From an optimization exercise on the open Yosys and OpenROAD flow, aimed at a short achievable clock period and few clock cycles; shortcuts taken in it are not production practice. The RTL was checked by simulation tests, not by an equivalence proof against the original design. Power is estimated from default activity; no workload was simulated.

Design processor, start of the top module:
module processor #(
    parameter logic [31:0] reset_pc = '0
) (
    input  wire      clock,
    input  wire      rst,
    output isa_pkg::word_t    address_imem,
    input  isa_pkg::word_t    q_imem,
    output isa_pkg::word_t    address_dmem,
    output isa_pkg::word_t    data,
    output logic     wren,
    input  isa_pkg::word_t    q_dmem,
    output logic     ctrl_write_enable,
    output isa_pkg::reg_idx_t ctrl_write_reg,
    output isa_pkg::reg_idx_t ctrl_read_reg_a,
    output isa_pkg::reg_idx_t ctrl_read_reg_b,
    output isa_pkg::word_t    data_write_reg,
    input  isa_pkg::word_t    data_read_reg_a,
    input  isa_pkg::word_t    data_read_reg_b
);
Size in the first run: about 2600 cells after synthesis, about 280 I/O pins.
==> flow/config.mk <==
export PLATFORM = sky130hd
export DESIGN_NAME = processor
export DESIGN_NICKNAME = processor
export VERILOG_FILES = /design/flow/design.v
export SDC_FILE = /design/flow/constraint.sdc
export NUM_CORES = 4
export LEC_CHECK = 0
export CAP_MARGIN = 20
export CORE_MARGIN = 2
export CORE_UTILIZATION = 40
export PLACE_DENSITY = 0.6
export SETUP_SLACK_MARGIN = 4.0
export SLEW_MARGIN = 20
export TNS_END_PERCENT = 100
==> flow/constraint.sdc <==
create_clock -name core_clock -period 5.8 [get_ports {clock}]
set_input_delay 1.1600 -clock core_clock [delete_from_list [all_inputs] [get_ports {clock}]]
set_output_delay 1.1600 -clock core_clock [all_outputs]
set_load 0.01 [all_outputs]
standard.sh (not shown) runs the stock make flow with config.mk's settings and CLKGATE_MAP_FILE= SYNTH_SCRIPT=/design/flow/synth_recipe.tcl, a recipe that flattens the netlist after the stock synthesis.
==> flow/flow/run.sh <==
#!/bin/bash
# Standard layout with two changes to synthesis: no adder-cell mapping step
# (ADDER_MAP_FILE empty), and ABC maps with flow/speed.abc, a depth-oriented
# script, so that the prefix adders in the RTL keep their short depth.
# Ports are buffered with buf_4 cells (the placer's default pick was a delay
# buffer, which the footprint-matched resizing could not replace).
# The resizer may also swap cells across footprints.
set -euo pipefail
HERE=$(pwd)
cat flow/abc_override.tcl synth_recipe.tcl > my_synth.tcl
sed -e "s#SYNTH_SCRIPT=[^ ]*#SYNTH_SCRIPT=$HERE/my_synth.tcl MATCH_CELL_FOOTPRINT=0#" standard.sh > my_standard.sh
export MY_ABC_SCRIPT=$HERE/flow/speed.abc
export ADDER_MAP_FILE=
export BUFFER_PORTS_ARGS="-buffer_cell sky130_fd_sc_hd__buf_4"
bash my_standard.sh > orfs_make.log 2>&1
==> flow/flow/abc_override.tcl <==
# Technology mapping with our own ABC script (flow/speed.abc) instead of the
# platform's; everything else in synthesis is the standard script's.
proc abc {args} {
  set i [lsearch -exact $args -script]
  if { $i >= 0 } { lset args [expr { $i + 1 }] $::env(MY_ABC_SCRIPT) }
  puts "abc with our script: $args"
  yosys abc {*}$args
}
==> flow/flow/speed.abc <==
strash
balance
&get -n
&dch -f
&nf {D}
&put
buffer -c
upsize -c {D}
dnsize -c {D}
stime -p
The baseline finished with timing, DRC and antenna clean.
Testbench counts at the start, summed over its fixed seeds: cycles 158,071.
Edit:
==> flow/flow/run.sh (replaced) <==
#!/bin/bash
# Standard layout with two changes to synthesis: no adder-cell mapping step
# (ADDER_MAP_FILE empty), and ABC maps with flow/speed.abc, a depth-oriented
# script, so that the prefix adders in the RTL keep their short depth.
set -euo pipefail
HERE=$(pwd)
cat flow/abc_override.tcl synth_recipe.tcl > my_synth.tcl
sed "s#SYNTH_SCRIPT=[^ ]*#SYNTH_SCRIPT=$HERE/my_synth.tcl#" standard.sh > my_standard.sh
export MY_ABC_SCRIPT=$HERE/flow/speed.abc
export ADDER_MAP_FILE=
bash my_standard.sh > orfs_make.log 2>&1
Effect:
- The changed run passed the timing, DRC and antenna checks
- worst setup slack gets worse by 0.12 ns
- wire length climbs by roughly a tenth
- design area climbs by roughly a tenth
- die area is unchanged
- via count climbs by a little under a tenth
- utilization climbs by 5.8 points
- sequential cell count is unchanged
- worst hold slack does not change
- sequential share of layout area drops by 2.0 points
Edit:
--- a/flow/flow/run.sh
+++ b/flow/flow/run.sh
@@ -3,4 +3,6 @@
 # (ADDER_MAP_FILE empty), and ABC maps with flow/speed.abc, a depth-oriented
 # script, so that the prefix adders in the RTL keep their short depth.
+# Ports are buffered with buf_4 cells (the placer's default pick was a delay
+# buffer, which the footprint-matched resizing could not replace).
 set -euo pipefail
 HERE=$(pwd)
@@ -9,3 +11,4 @@
 export MY_ABC_SCRIPT=$HERE/flow/speed.abc
 export ADDER_MAP_FILE=
+export BUFFER_PORTS_ARGS="-buffer_cell sky130_fd_sc_hd__buf_4"
 bash my_standard.sh > orfs_make.log 2>&1
Hold slack is about the same. First-iteration DRC count goes down by 15%. Flip-flop and latch count stays the same. Sequential power is about the same. Core utilization fell by 6.3 points. Routed wire length is lower by 11%. Synthesized cell count stays the same. Clock skew came out lower by 0.0042 ns.

processor, a different RTL version from the one above (not shown whole).
Size: ~4300 cells after synthesis.
export LEC_CHECK = 0
export CAP_MARGIN = 20
export CORE_MARGIN = 2
export CORE_UTILIZATION = 40
export PLACE_DENSITY = 0.6
export SETUP_SLACK_MARGIN = 4.0
export SLEW_MARGIN = 20
export TNS_END_PERCENT = 100
create_clock -name core_clock -period 5.8 [get_ports {clock}]
==> flow/flow/run.sh <==
#!/bin/bash
# Standard layout with two changes to synthesis: no adder-cell mapping step
# (ADDER_MAP_FILE empty), and ABC maps with flow/speed.abc, a depth-oriented
# script, so that the prefix adders in the RTL keep their short depth.
# Ports are buffered with buf_4 cells (the placer's default pick was a delay
# buffer, which the footprint-matched resizing could not replace).
set -euo pipefail
HERE=$(pwd)
cat flow/abc_override.tcl synth_recipe.tcl > my_synth.tcl
sed "s#SYNTH_SCRIPT=[^ ]*#SYNTH_SCRIPT=$HERE/my_synth.tcl#" standard.sh > my_standard.sh
export MY_ABC_SCRIPT=$HERE/flow/speed.abc
export ADDER_MAP_FILE=
export BUFFER_PORTS_ARGS="-buffer_cell sky130_fd_sc_hd__buf_4"
bash my_standard.sh > orfs_make.log 2>&1
==> flow/flow/speed.abc <==
strash
&get -n
&st
&if -g
&st
&put
dch -f
map {D}
topo
buffer -c
upsize -c {D}
dnsize -c {D}
upsize -c {D}
dnsize -c {D}
stime -p
Scripts as last shown in full above: flow/flow/abc_override.tcl
Testbench counts at the start, summed over its fixed seeds: cycles 158,071.
Edit:
==> flow/flow/speed.abc (replaced) <==
strash
&get -n
&st
&if -g
&st
&put
dch -f
map {D}
buffer -c
upsize -c {D}
dnsize -c {D}
stime -p
CORE_UTILIZATION = 45   (was 40)
PLACE_DENSITY = 0.68   (was 0.6)
Effect: Global-route usage climbs by 5.4 points. Worst hold slack barely changes. Clock skew came out lower by 0.0085 ns. Routed wire length is higher by about 2.5%. Total power went down by 0.36%. Die area fell by 11%. Cell area falls by about 0.3%.
Edit:
CORE_UTILIZATION = 30   (was 45)
PLACE_DENSITY = 0.5   (was 0.68)
Effect: Power climbs by about 4%. Hold slack gets worse by 0.0037 ns. Via count drops by 1.3%. Global-route usage drops by 12 points. Combinational power climbs by about 4%. Sequential share of layout area drops by 1.0 points. First-iteration DRC count drops by about 20%.
Edit:
==> flow/flow/speed.abc (replaced) <==
strash
&get -n
&st
&if -g
&st
&put
balance
dch -f
map {D}
buffer -c
upsize -c {D}
dnsize -c {D}
stime -p
CORE_UTILIZATION = 40   (was 30)
PLACE_DENSITY = 0.6   (was 0.5)
What happened:
- The new run finished with timing, DRC and antenna clean
- worst setup slack gets better by 0.095 ns
- clock-buffer cell count falls by 14
- maximum frequency grows by a few percent
- cell area came out lower by a little under a tenth
- worst hold slack stays flat
- non-clock buffer count fell by 120
- synthesized area went down by a few percent
- flip-flop and latch count does not change
Edit:
==> flow/flow/speed.abc (replaced) <==
strash
&get -n
&st
&if -g
&st
&put
dch -f
map {D}
buffer -c
upsize -c {D}
dnsize -c {D}
stime -p
- synthesized area went up by 3.3%
- clock skew went down by 0.013 ns
- routed wire length falls by 1.7%
- setup slack is worse by 0.010 ns
- power is higher by 2.1%
- utilization decreases by 0.94 points
- design area went up by 2.3%
- final cell count rises by 3.3%
Edit:
==> flow/flow/speed.abc (replaced) <==
strash
&get -n
&st
&if -g
&st
&syn2
&if -g
&st
&put
dch -f
map {D}
buffer -c
upsize -c {D}
dnsize -c {D}
stime -p
After rerunning: Design area shrinks by 2.1%. Wire length shrinks by about 2.8%. Register-to-register slack is worse by 0.14 ns. Synthesized cell count shrinks by about 8%. Worst setup slack is worse by 0.18 ns.

Setup of v3:
processor, a different RTL version from the one above (not shown whole).
For scale: about 330 flip-flops, about 24,000 µm² of cells after synthesis.
Settings: LEC_CHECK=0, CAP_MARGIN=20, CORE_MARGIN=2, CORE_UTILIZATION=40, PLACE_DENSITY=0.6, SETUP_SLACK_MARGIN=4.0, SLEW_MARGIN=20, TNS_END_PERCENT=100; clock period 5.8 ns.
==> flow/flow/speed.abc <==
strash
&get -n
&st
&if -g
&st
&dch -f
&nf {D}
&put
buffer -c
upsize -c {D}
dnsize -c {D}
stime -p
Scripts as last shown in full above: flow/flow/run.sh, flow/flow/abc_override.tcl
Every stage of the flow completed for v3, and the final layout passed the timing, DRC and antenna checks.
Testbench counts of v3, summed over its fixed seeds: cycles 158,071.
Edits applied to the flow inputs when going from v3 to v50:
==> flow/flow/speed.abc <==
strash
&get -n
&st
&if -g
&st
&put
dch -f
map {D}
buffer -c
upsize -c {D}
dnsize -c {D}
stime -p
Findings:
Row number of gates on the worst path with buffers counted: v50 higher / v3 lower. Changes observed in v50 relative to v3: worst setup slack rose 0.49 ns, utilization fell 1.5 points, minimum clock period fell 0.49 ns, number of placement rows rose 6. Largest family of logic cells by synthesized area = simple AND/OR/NAND/NOR gates: v50; largest family of logic cells by synthesized area = compound AO/OA/AOI/OAI gates: v3. v3 → v50: clock buffer count moved down, estimated wirelength of the detail-placed design moved up. v50 completed; timing, DRC and antenna clean. v3 reached the end of the flow, and the finished layout is clean on the timing, DRC and antenna checks.
Changes in v5 relative to v50:
==> flow/flow/speed.abc <==
strash
balance
&get -n
&dch -f
&nf {D}
&put
buffer -c
upsize -c {D}
dnsize -c {D}
stime -p
Findings:
v5 completed every stage of the flow, and the final layout passed the timing, DRC and antenna checks. In summary, v50 completed successfully, with a layout that passed the timing, DRC and antenna checks. Run comparison: v50 dominant combinational cell family by area after synthesis simple AND/OR/NAND/NOR gates; v5 dominant combinational cell family by area after synthesis compound AO/OA/AOI/OAI gates. Re remaining antenna violation count: no difference whatsoever between v50 and v5. The source of the critical timing path comes out x_fb_ld in one run and x_fa_ld in the other, namely in v50 and v5 respectively. Looking at share of cell area taken by muxes after synthesis, v5 sits 13 points above v50. Highest routing layer actually used = met4: v5; highest routing layer actually used = met5: v50. Re final cycle utilization of the critical path: v50 was lower than v5.

Setup of v6:
processor, a different RTL version from the one above (not shown whole).
Size: ~2,300 cells after synthesis, ~280 I/O pins, about 0.017 mm2 of cells after synthesis.
==> flow/config.mk <==
export PLATFORM = sky130hd
export DESIGN_NAME = processor
export DESIGN_NICKNAME = processor
export VERILOG_FILES = /design/flow/design.v
export SDC_FILE = /design/flow/constraint.sdc
export NUM_CORES = 4
export LEC_CHECK = 0
export CAP_MARGIN = 20
export CORE_MARGIN = 2
export CORE_UTILIZATION = 60
export PLACE_DENSITY = 0.75
export SETUP_SLACK_MARGIN = 4.0
export SLEW_MARGIN = 20
export TNS_END_PERCENT = 100
==> flow/constraint.sdc <==
create_clock -name core_clock -period 5.8 [get_ports {clock}]
set_input_delay 1.1600 -clock core_clock [delete_from_list [all_inputs] [get_ports {clock}]]
set_output_delay 1.1600 -clock core_clock [all_outputs]
set_load 0.01 [all_outputs]
==> flow/flow/run.sh <==
#!/bin/bash
# Standard layout with two changes to synthesis: no adder-cell mapping step
# (ADDER_MAP_FILE empty), and ABC maps with flow/speed.abc, a depth-oriented
# script, so that the prefix adders in the RTL keep their short depth.
set -euo pipefail
HERE=$(pwd)
cat flow/abc_override.tcl synth_recipe.tcl > my_synth.tcl
sed "s#SYNTH_SCRIPT=[^ ]*#SYNTH_SCRIPT=$HERE/my_synth.tcl#" standard.sh > my_standard.sh
export MY_ABC_SCRIPT=$HERE/flow/speed.abc
export ADDER_MAP_FILE=
bash my_standard.sh > orfs_make.log 2>&1
==> flow/flow/speed.abc <==
strash
balance
&get -n
&dch -f
&nf {D}
&put
buffer -c
upsize -c {D}
dnsize -c {D}
stime -p
Scripts as last shown in full above: flow/flow/abc_override.tcl
v6 | ERROR | 5_1_grt
Testbench counts of v6, summed over its fixed seeds: cycles 162,081.
The inputs of v26 differ from those of v6 as listed below.
- changing PLACE_DENSITY from 0.75 to 0.6
- changing CORE_UTILIZATION from 60 to 40
## What came out
- The sole clean run among v6 and v26 is v26.
- Comparing v26 against v6, there is no change at all in adder-cell share of the synthesized area.
- Re basic-gate share of the synthesized area counting and, or, nand and nor cells: no difference whatsoever between v6 and v26.
- Net count after synthesis: v26 vs v6 identical

north:
processor, a different RTL version from the one above (not shown whole).
Size in the first run: roughly 280 I/O pins, about 17000 µm² of cells after synthesis.
==> flow/config.mk <==
export PLATFORM = sky130hd
export DESIGN_NAME = processor
export DESIGN_NICKNAME = processor
export VERILOG_FILES = /design/flow/design.v
export SDC_FILE = /design/flow/constraint.sdc
export NUM_CORES = 4
export LEC_CHECK = 0
export CAP_MARGIN = 20
export CORE_MARGIN = 2
export CORE_UTILIZATION = 40
export PLACE_DENSITY = 0.6
export SETUP_SLACK_MARGIN = 1.2
export SLEW_MARGIN = 20
==> flow/constraint.sdc <==
create_clock -name core_clock -period 5.8 [get_ports {clock}]
set_input_delay 1.1600 -clock core_clock [delete_from_list [all_inputs] [get_ports {clock}]]
set_output_delay 1.1600 -clock core_clock [all_outputs]
set_load 0.01 [all_outputs]
run.sh (not shown) runs the stock make flow with config.mk's settings and CLKGATE_MAP_FILE= SYNTH_SCRIPT=/design/flow/synth_recipe.tcl, a recipe that flattens the netlist after the stock synthesis.
Stock flow here: none of the scripts above is used.
Testbench counts of north, summed over its fixed seeds: cycles 162,081.
Input-level comparison between south and north:
--- a/flow/config.mk
+++ b/flow/config.mk
@@ -10,4 +10,5 @@
 export CORE_UTILIZATION = 40
 export PLACE_DENSITY = 0.6
-export SETUP_SLACK_MARGIN = 1.2
+export SETUP_SLACK_MARGIN = 4.0
 export SLEW_MARGIN = 20
+export TNS_END_PERCENT = 100
Notes after the runs:
- Routed via count divided by cell count across north and south: no real change.
- south against north: number of cells traversed by the worst register-to-register path rose by 3.7%, setup slack on the worst flop-to-flop path stayed essentially flat.
- Maximum frequency essentially unchanged between south and north.
- Via count of the first global-routing pass up 6.8% in south wrt north

RTL: one of the versions met above, not the one the previous note started from.
For scale: about 220 flip-flops, about 280 I/O pins.
// processor
module processor #(
    parameter logic [31:0] reset_pc = '0
) (
    input  wire      clock,
    input  wire      rst,
    output isa_pkg::word_t    address_imem,
    input  isa_pkg::word_t    q_imem,
    output isa_pkg::word_t    address_dmem,
    output isa_pkg::word_t    data,
    output logic     wren,
    input  isa_pkg::word_t    q_dmem,
    output logic     ctrl_write_enable,
    output isa_pkg::reg_idx_t ctrl_write_reg,
    output isa_pkg::reg_idx_t ctrl_read_reg_a,
    output isa_pkg::reg_idx_t ctrl_read_reg_b,
    output isa_pkg::word_t    data_write_reg,
    input  isa_pkg::word_t    data_read_reg_a,
    input  isa_pkg::word_t    data_read_reg_b
);
make LEC_CHECK=0 CAP_MARGIN=20 CORE_MARGIN=2 CORE_UTILIZATION=40 PLACE_DENSITY=0.6 SETUP_SLACK_MARGIN=4.0 SLEW_MARGIN=20 TNS_END_PERCENT=100 finish   # period 5.8 ns
The first run finished clean.
Testbench counts at the start, summed over its fixed seeds: cycles 162,081.
Change:
==> flow/flow/run.sh (new file) <==
#!/bin/bash
# Standard layout with two changes to synthesis: no adder-cell mapping step
# (ADDER_MAP_FILE empty), and ABC maps with flow/speed.abc, a depth-oriented
# script, so that the prefix adders in the RTL keep their short depth.
set -euo pipefail
HERE=$(pwd)
cat flow/abc_override.tcl synth_recipe.tcl > my_synth.tcl
sed "s#SYNTH_SCRIPT=[^ ]*#SYNTH_SCRIPT=$HERE/my_synth.tcl#" standard.sh > my_standard.sh
export MY_ABC_SCRIPT=$HERE/flow/speed.abc
export ADDER_MAP_FILE=
bash my_standard.sh > orfs_make.log 2>&1
==> flow/flow/abc_override.tcl (new file) <==
# Technology mapping with our own ABC script (flow/speed.abc) instead of the
# platform's; everything else in synthesis is the standard script's.
proc abc {args} {
  set i [lsearch -exact $args -script]
  if { $i >= 0 } { lset args [expr { $i + 1 }] $::env(MY_ABC_SCRIPT) }
  puts "abc with our script: $args"
  yosys abc {*}$args
}
==> flow/flow/speed.abc (new file) <==
strash
balance
&get -n
&dch -f
&nf {D}
&put
buffer -c
upsize -c {D}
dnsize -c {D}
stime -p
==> flow/standard.sh (new file) <==
#!/bin/bash
# synth_recipe.tcl (not shown) runs the flow's synth.tcl, then flattens the netlist and writes it again
# the make line also repeats each setting of config.mk as NAME=value (left out here)
make -C /OpenROAD-flow-scripts/flow DESIGN_CONFIG=/design/flow/config.mk WORK_HOME=/design/flow/orfs CLKGATE_MAP_FILE= SYNTH_SCRIPT=/design/flow/synth_recipe.tcl "${@:-finish}"
Settings changed: CORE_UTILIZATION 40 to 25, PLACE_DENSITY 0.6 to 0.45.
removed: flow/run.sh
Outcome: Sequential power barely changes. Setup slack is better by 2.2 ns. Die area rises by well over a third. Clock skew falls by 0.0094 ns. Combinational power rises by about a fifth.

-- separate check: timing with driven ports --
The results above use ideal ports. As a check the final layouts listed here were re-extracted and re-timed, cells and wires unchanged. Step 1: set_driving_cell puts a clkbuf_16 on clock and a buf_2 on each other input, an assumption about the parent block. Step 2, shift: input delay + t, output delay - t, t = (earliest + latest rising clock arrival at the registers) / 2. This alone moves slack from input paths to output paths. a / b / c = ideal / step 1 / step 2; a / b = the first two.
run | t, ns | setup slack, ns | cell pins on the clock port's net
the first run of note 1 | 0.636 | 2.420 / 2.431 / 1.809 | 1
the second run of note 1 | 0.617 | 2.304 / 2.341 / 1.730 | 1
the third run of note 1 | 0.627 | 2.418 / 2.432 / 1.805 | 1
the first run of note 2 | 0.641 | 2.772 / 2.777 / 2.136 | 1
the second run of note 2 | 0.659 | 2.870 / 2.870 / 2.254 | 1
the third run of note 2 | 0.682 | 2.816 / 2.844 / 2.162 | 1
the fourth run of note 2 | 0.652 | 2.912 / 2.912 / 2.307 | 1
the fifth run of note 2 | 0.633 | 2.901 / 2.913 / 2.286 | 1
the sixth run of note 2 | 0.657 | 2.718 / 2.708 / 2.051 | 1
v3 | 0.670 | 2.335 / 2.335 / 1.737 | 1
v50 | 0.684 | 2.826 / 2.826 / 2.280 | 1
v5 | 0.636 | 2.457 / 2.457 / 1.909 | 1
v26 | 0.652 | 2.314 / 2.314 / 1.710 | 1
north | 0.624 | 0.871 / 0.871 / 0.337 | 1
south | 0.625 | 0.882 / 0.882 / 0.324 | 1
the first run of note 6 | 0.622 | 0.179 / 0.179 / 0.179 | 1
the second run of note 6 | 0.649 | 2.385 / 2.385 / 1.753 | 1
After both steps setup and hold are still met in every run listed. The setup slack of the sixth run of note 2, which loses most, moves by -0.010 ns with the drivers and by -0.667 ns with both steps.
